Background: an optimization exercise with open tools, aiming at small area. Do not read the settings as production practice.
The RTL was checked by simulation tests, not by an equivalence proof against the original design.
No activity file was given, so power comes from the tool's default toggle rates.

==> flow/design.v <==
package i2c_mem_pkg;
  localparam int DATA_W = 8;
  localparam int ADDR_W = 6;
  localparam int REGS_PER_BANK = 8;
  localparam int NUM_BANKS     = 4;
  localparam int NUM_REGS      = NUM_BANKS * REGS_PER_BANK;
  localparam int STATUS_BASE = 32;
  localparam int NUM_STATUS  = 2;
  typedef logic [DATA_W-1:0] data_t;
  typedef logic [ADDR_W-1:0] addr_t;
endpackage
`timescale 1ns/1ns
module i2c_mem_reg_bank #(
  parameter int BANK_ID = 0
) (
  input  logic                                                    wr_clk,
  input  logic                                                    rst,
  input  logic                                                    wr_en,
  input  i2c_mem_pkg::addr_t                                      wr_addr,
  input  i2c_mem_pkg::addr_t                                      rd_addr,
  input  i2c_mem_pkg::data_t                                      wr_data,
  input  logic [i2c_mem_pkg::REGS_PER_BANK*i2c_mem_pkg::DATA_W-1:0] rf_init,
  input  logic [i2c_mem_pkg::REGS_PER_BANK*i2c_mem_pkg::DATA_W-1:0] rf_laen,
  output logic [i2c_mem_pkg::REGS_PER_BANK*i2c_mem_pkg::DATA_W-1:0] rf_data,
  output i2c_mem_pkg::data_t                                      bank_rd_data
);
  localparam int NUM_R = i2c_mem_pkg::REGS_PER_BANK;
  localparam int DW    = i2c_mem_pkg::DATA_W;
  localparam int IDX_W = $clog2(NUM_R);
  localparam int SEL_W = i2c_mem_pkg::ADDR_W - IDX_W;
  logic                 bank_hit;
  logic [IDX_W-1:0]     wr_idx;
  logic [IDX_W-1:0]     rd_idx;
  logic [NUM_R-1:0]     reg_wr;
  logic [NUM_R*DW-1:0]  wr_val;
  assign bank_hit = (wr_addr < i2c_mem_pkg::addr_t'(i2c_mem_pkg::NUM_REGS)) &&
                    (wr_addr[i2c_mem_pkg::ADDR_W-1:IDX_W] == SEL_W'(BANK_ID));
  assign wr_idx = wr_addr[IDX_W-1:0];
  assign rd_idx = rd_addr[IDX_W-1:0];
  always_comb
  begin
    for (int r = 0; r < NUM_R; r++)
    begin
      reg_wr[r]        = wr_en && bank_hit && (wr_idx == IDX_W'(r));
      wr_val[r*DW +: DW] = reg_wr[r] ? wr_data : rf_data[r*DW +: DW];
    end
  end
  always_ff @(posedge wr_clk)
  begin
    for (int r = 0; r < NUM_R; r++)
    begin
      if (rst)
        rf_data[r*DW +: DW] <= rf_init[r*DW +: DW];
      else
        rf_data[r*DW +: DW] <= (rf_init[r*DW +: DW] & rf_laen[r*DW +: DW]) |
                               (wr_val[r*DW +: DW] & ~rf_laen[r*DW +: DW]);
    end
  end
  assign bank_rd_data = rf_data[rd_idx*DW +: DW];
endmodule
`timescale 1ns/1ns
module i2c_mem_rd_mux #(
  parameter int NUM_BANKS = i2c_mem_pkg::NUM_BANKS
) (
  input  i2c_mem_pkg::addr_t                                         rd_addr,
  input  logic [NUM_BANKS*i2c_mem_pkg::DATA_W-1:0]                   bank_rd_data,
  input  logic [i2c_mem_pkg::NUM_STATUS*i2c_mem_pkg::DATA_W-1:0]     status,
  output i2c_mem_pkg::data_t                                         rd_data
);
  localparam int DW         = i2c_mem_pkg::DATA_W;
  localparam int IDX_W      = $clog2(i2c_mem_pkg::REGS_PER_BANK);
  localparam int BANK_IDX_W = (NUM_BANKS > 1) ? $clog2(NUM_BANKS) : 1;
  localparam int ST_IDX_W   = (i2c_mem_pkg::NUM_STATUS > 1) ?
                              $clog2(i2c_mem_pkg::NUM_STATUS) : 1;
  localparam int BANK_END   = NUM_BANKS * i2c_mem_pkg::REGS_PER_BANK;
  localparam int STATUS_END = i2c_mem_pkg::STATUS_BASE + i2c_mem_pkg::NUM_STATUS;
  logic                    in_bank;
  logic                    in_status;
  logic [BANK_IDX_W-1:0]   bank_sel;
  i2c_mem_pkg::addr_t      st_off;
  assign in_bank   = rd_addr < i2c_mem_pkg::addr_t'(BANK_END);
  assign in_status = (rd_addr >= i2c_mem_pkg::addr_t'(i2c_mem_pkg::STATUS_BASE)) &&
                     (rd_addr <  i2c_mem_pkg::addr_t'(STATUS_END));
  assign bank_sel = rd_addr[IDX_W +: BANK_IDX_W];
  assign st_off   = rd_addr - i2c_mem_pkg::addr_t'(i2c_mem_pkg::STATUS_BASE);
  always_comb
  begin
    if (in_bank)
      rd_data = bank_rd_data[bank_sel*DW +: DW];
    else if (in_status)
      rd_data = status[st_off[ST_IDX_W-1:0]*DW +: DW];
    else
      rd_data = '0;
  end
endmodule
`timescale 1ns/1ns
module i2c_mem #(
  parameter int NUM_BANKS = i2c_mem_pkg::NUM_BANKS
) (
  input  logic                                                                     wr_clk,
  input  logic                                                                     rst,
  input  logic                                                                     wr_en,
  input  logic [i2c_mem_pkg::ADDR_W-1:0]                                           wr_addr,
  input  logic [i2c_mem_pkg::ADDR_W-1:0]                                           rd_addr,
  input  logic [i2c_mem_pkg::DATA_W-1:0]                                           wr_data,
  input  logic [(i2c_mem_pkg::NUM_REGS+i2c_mem_pkg::NUM_STATUS)*i2c_mem_pkg::DATA_W-1:0] rf_init,
  input  logic [i2c_mem_pkg::NUM_REGS*i2c_mem_pkg::DATA_W-1:0]                     rf_laen,
  output logic [i2c_mem_pkg::DATA_W-1:0]                                           rd_data,
  output logic [i2c_mem_pkg::NUM_REGS*i2c_mem_pkg::DATA_W-1:0]                     rf_data
);
  localparam int RPB = i2c_mem_pkg::REGS_PER_BANK;
  localparam int DW  = i2c_mem_pkg::DATA_W;
  localparam int BW  = RPB * DW;
  logic [NUM_BANKS*DW-1:0]              bank_rd;
  logic [i2c_mem_pkg::NUM_STATUS*DW-1:0] status_init;
  assign status_init = rf_init[i2c_mem_pkg::STATUS_BASE*DW +: i2c_mem_pkg::NUM_STATUS*DW];
  for (genvar g = 0; g < NUM_BANKS; g++)
  begin : g_bank
    i2c_mem_reg_bank #(
      .BANK_ID (g)
    ) i_bank (
      .wr_clk       (wr_clk),
      .rst          (rst),
      .wr_en        (wr_en),
      .wr_addr      (wr_addr),
      .rd_addr      (rd_addr),
      .wr_data      (wr_data),
      .rf_init      (rf_init[g*BW +: BW]),
      .rf_laen      (rf_laen[g*BW +: BW]),
      .rf_data      (rf_data[g*BW +: BW]),
      .bank_rd_data (bank_rd[g*DW +: DW])
    );
  end
  for (genvar g = NUM_BANKS; g < i2c_mem_pkg::NUM_BANKS; g++)
  begin : g_absent
    assign rf_data[g*BW +: BW] = '0;
  end
  i2c_mem_rd_mux #(
    .NUM_BANKS (NUM_BANKS)
  ) i_rd_mux (
    .rd_addr      (rd_addr),
    .bank_rd_data (bank_rd),
    .status       (status_init),
    .rd_data      (rd_data)
  );
endmodule
==> flow/run.sh <==
#!/bin/bash
# synth_recipe.tcl (not shown) runs the flow's synth.tcl, then flattens the netlist and writes it again
# the make line also repeats each setting of config.mk as NAME=value (left out here)
make -C /OpenROAD-flow-scripts/flow DESIGN_CONFIG=/design/flow/config.mk WORK_HOME=/design/flow/orfs CLKGATE_MAP_FILE= SYNTH_SCRIPT=/design/flow/synth_recipe.tcl finish
==> flow/config.mk <==
export PLATFORM = sky130hd
export DESIGN_NAME = i2c_mem
export DESIGN_NICKNAME = i2c_mem
export VERILOG_FILES = /design/flow/design.v
export SDC_FILE = /design/flow/constraint.sdc
export NUM_CORES = 4
export LEC_CHECK = 0
export CAP_MARGIN = 20
export CORE_AREA = 10 10 290 290
export DIE_AREA = 0 0 300 300
export SLEW_MARGIN = 20
==> flow/constraint.sdc <==
create_clock -name core_clock -period 6.0 [get_ports {wr_clk}]
set_input_delay 1.2000 -clock core_clock [delete_from_list [all_inputs] [get_ports {wr_clk}]]
set_output_delay 1.2000 -clock core_clock [all_outputs]
set_load 0.01 [all_outputs]
==> results.py <==
metrics = {
    "outcome": {
        "status": "finished clean",
    },
    "floorplan": {
        "die_w_um": 300,
        "fp.dieH_um": 300,
        "start_util": 0.210,
        "core_um2": 77600,
        "ios": 815,
        "die_area_um2": 90000,
        "row_count": 102,
    },
    "critical_path": {
        "path_cells": "buf_2 > buf_4 > nor2b_2 > a22oi_1 > a21oi_1 > a311o_1 > o22ai_1 > clkdlybuf4s50_1",
        "critPathSlowestCell": "clkdlybuf4s50_1",
        "cp_top_family": "buffers and inverters",
        "cp_slowest_stage_delay_ns": 0.73,
        "cp.arrival_ns": 4.01,
        "cp_max_fo": 20,
        "worstSetupStartpointType": "primary input",
        "cp-end-kind": "primary output",
        "critPathBufInv": 3,
        "worst-setup-path-type": "primary input to primary output",
        "crit_cells": 8,
        "crit_required_ns": 4.80,
    },
    "yosys": {
        "synth_cell_type_count": 30,
        "synthesis.nets": 2480,
        "seq_area_frac_synth": 0.473,
        "ys_ff_latch": 256,
        "synth_area_um2": 16300,
        "synthFlopType": "edfxtp_1",
        "netlist.area_leader.share": 0.473,
        "yosysTopAreaCell": "edfxtp_1",
        "ys_top_cells_by_count": "nand2_1 (546), o21ai_0 (512), nor2_1 (260)",
        "ys_top_cells_by_area": "edfxtp_1 (47%), o21ai_0 (16%), nand2_1 (13%)",
        "yosysMostFrequentCell": "nand2_1",
        "synth.avg_cell_area_um2": 8.43,
        "ys_async_sr_fraction": 0,
        "yosys_warnings": 5,
        "synth_cells": 1929,
        "synth_edf_count": 256,
    },
    "clock_network": {
        "numClockSinks": 256,
        "cts_buffer_depth": 3,
        "post_cts_buffers": 0,
        "postCtsHoldBufs": 0,
        "cts_tree": "done",
        "clk_pin_slew_ns": 0.06,
        "cts_root_buf": "clkbuf_16",
        "cts.htree.levels": 2,
        "cts-resized-gates": 0,
        "cts_buffers": 34,
    },
    "cells_and_area": {
        "drive_gt1_frac": 0.0430,
        "layout.nets": 3203,
        "area.growth.synth_to_final_pct": 61.4,
    },
    "pwr": {
        "total_power_uw": 5940,
        "powerDensity_nw_per_um2": 226,
        "power.leakage_uw": 0.00936,
        "peakVddDrop_mv": 0.136,
    },
    "job": {
        "maxCapViolations": 0,
    },
    "routing": {
        "via_per_inst": 4.85,
        "num_vias": 18000,
        "drt-total-wl_um": 107000,
        "drt_iter0_drc": 1234,
        "antenna_left": 0,
        "drt_first_pass_iters": 5,
        "drc": 0,
        "wire_per_inst_um": 28.8,
    },
    "global_routing": {
        "antenna_found_initial": 10,
        "grt_pass1_wl_um": 143000,
        "grt_max_degree": 158,
        "first_global_vias": 17500,
        "grt-ovfl-total": 0,
        "track_usage": 0.226,
    },
    "sta": {
        "tightestPinTransition_ns": 0.904,
        "rsz0062_at_grt": "no",
        "tns_ns": 0,
        "setup_viol": 0,
        "fmax_mhz": 192,
        "report.final.slew_viol_count": 0,
        "slew_headroom": 0.398,
        "fin_crit_sh": 0.869,
        "finalHoldViolCount": 0,
        "finalCriticalPeriod_ns": 5.21,
    },
    "placement": {
        "portBuffers": 814,
        "dpl.hpwl_um": 87100,
        "gp_congestion": 0.868,
    },
    "hold_path": {
        "worstHoldPathType": "primary input to flip-flop",
        "hold_depth": 3,
    },
}
cell families (layout without fill, tap and decap cells):
group	count (synthesis)	after routing	synth area share
muxes	120	120	0.102
and+or+nand+nor	822	822	0.193
DFF	256	256	0.473
other	0	3	0
buffers and inverters	147	892	0.0405
AOI/OAI and AO/OA	584	584	0.191
cell type report:
class / count / area, µm²
clock inverters: 12 / 55.1
flip-flops and latches: 256 / 7690
well taps: 1040 / 1300
multi-input cells: 1526 / 7940
clock buffers: 46 / 960
repair buffers: 834 / 8290
fillers: 8056 / 51400
diodes: 3 / 7.51
where the power goes:
part,internal (µW),switching (µW),leakage [µW],total [µW]
combinational,826,686,0.00620,1510
sequential,2190,283,0.00266,2480
clock,1120,840,0.000504,1960
cells in the final DEF (no fill, tap or decap), drive strengths merged:
cell | Yosys | final
a21oi | 24 | 24
o22ai | 8 | 8
and3 | 2 | 2
clkdlybuf4s50 | 0 | 802
a311o | 8 | 8
nand2 | 546 | 546
a221oi | 8 | 8
clkbuf | 83 | 46
and2 | 1 | 1
mux2 | 8 | 8
a22o | 8 | 8
nor2b | 3 | 3
mux2i | 80 | 80
edfxtp | 256 | 256
nor3b | 4 | 4
and3b | 3 | 3
a22oi | 16 | 16
buf | 64 | 32
nor2 | 260 | 260
clkinv | 0 | 12
mux4 | 32 | 32
diode | 0 | 3
nor3 | 1 | 1
nand3 | 1 | 1
o21ai | 512 | 512
nand2b | 1 | 1
metal layers:
layer	vias up	global-route usage	wire (µm)
li1	8280	-	-
met1	8768	0.260	41800
met2	832	0.408	54200
met3	123	0.0633	8590
met4	12	0.0544	2470
met5	-	0	77
per-stage QoR:
| step | util | setup WS (ns) | area (µm²) | std cells | hold slack, ns |
|---|---|---|---|---|---|
| 2_1_floorplan | - | 2.11 | 16300 | 1929 | 1.41 |
| 3_3_place_gp | 0.325 | 0.737 | 25200 | 3656 | 1.88 |
| 3_5_place_dp | 0.325 | 0.757 | 25200 | 3656 | 1.88 |
| 4_1_cts | 0.338 | 0.744 | 26200 | 3714 | 1.30 |
| 5_1_grt | 0.338 | 0.667 | 26200 | 3715 | 1.34 |
| 6_report | 0.338 | 0.787 | 26200 | 3717 | 1.34 |
path summary, 6_finish.rpt:
path                         start         end  slack, ns
worst max-delay path    rd_addr[1]  rd_data[3]       0.79
worst min-delay path  rf_init[172]   flip-flop       1.34

re-timing with driven ports:
In the flow no input, the clock included, has a driving cell. The finished layout below was timed again as built, in two steps.
Step 1 (the two cells are an assumption about what drives the block):
set clk [get_ports {wr_clk}]
set_driving_cell -lib_cell sky130_fd_sc_hd__clkbuf_16 $clk
set_driving_cell -lib_cell sky130_fd_sc_hd__buf_2 [delete_from_list [all_inputs] $clk]
Step 2 also shifts input and output timing later by t, the mid clock arrival at the registers, as if the neighbouring blocks saw the same clock.
a / b / c = ideal / step 1 / step 2; a / b = the first two.
t, ns: 0.599
setup slack, ns: 0.787 / 0.694 / 0.694
hold WS [ns]: 1.336 / 1.308 / 1.906
worst register clock-pin slew, ns: 0.06 / 0.06
After both steps setup and hold are still met in this run. For this run, drivers alone change the setup slack by -0.093 ns; drivers and shift together by -0.093 ns.
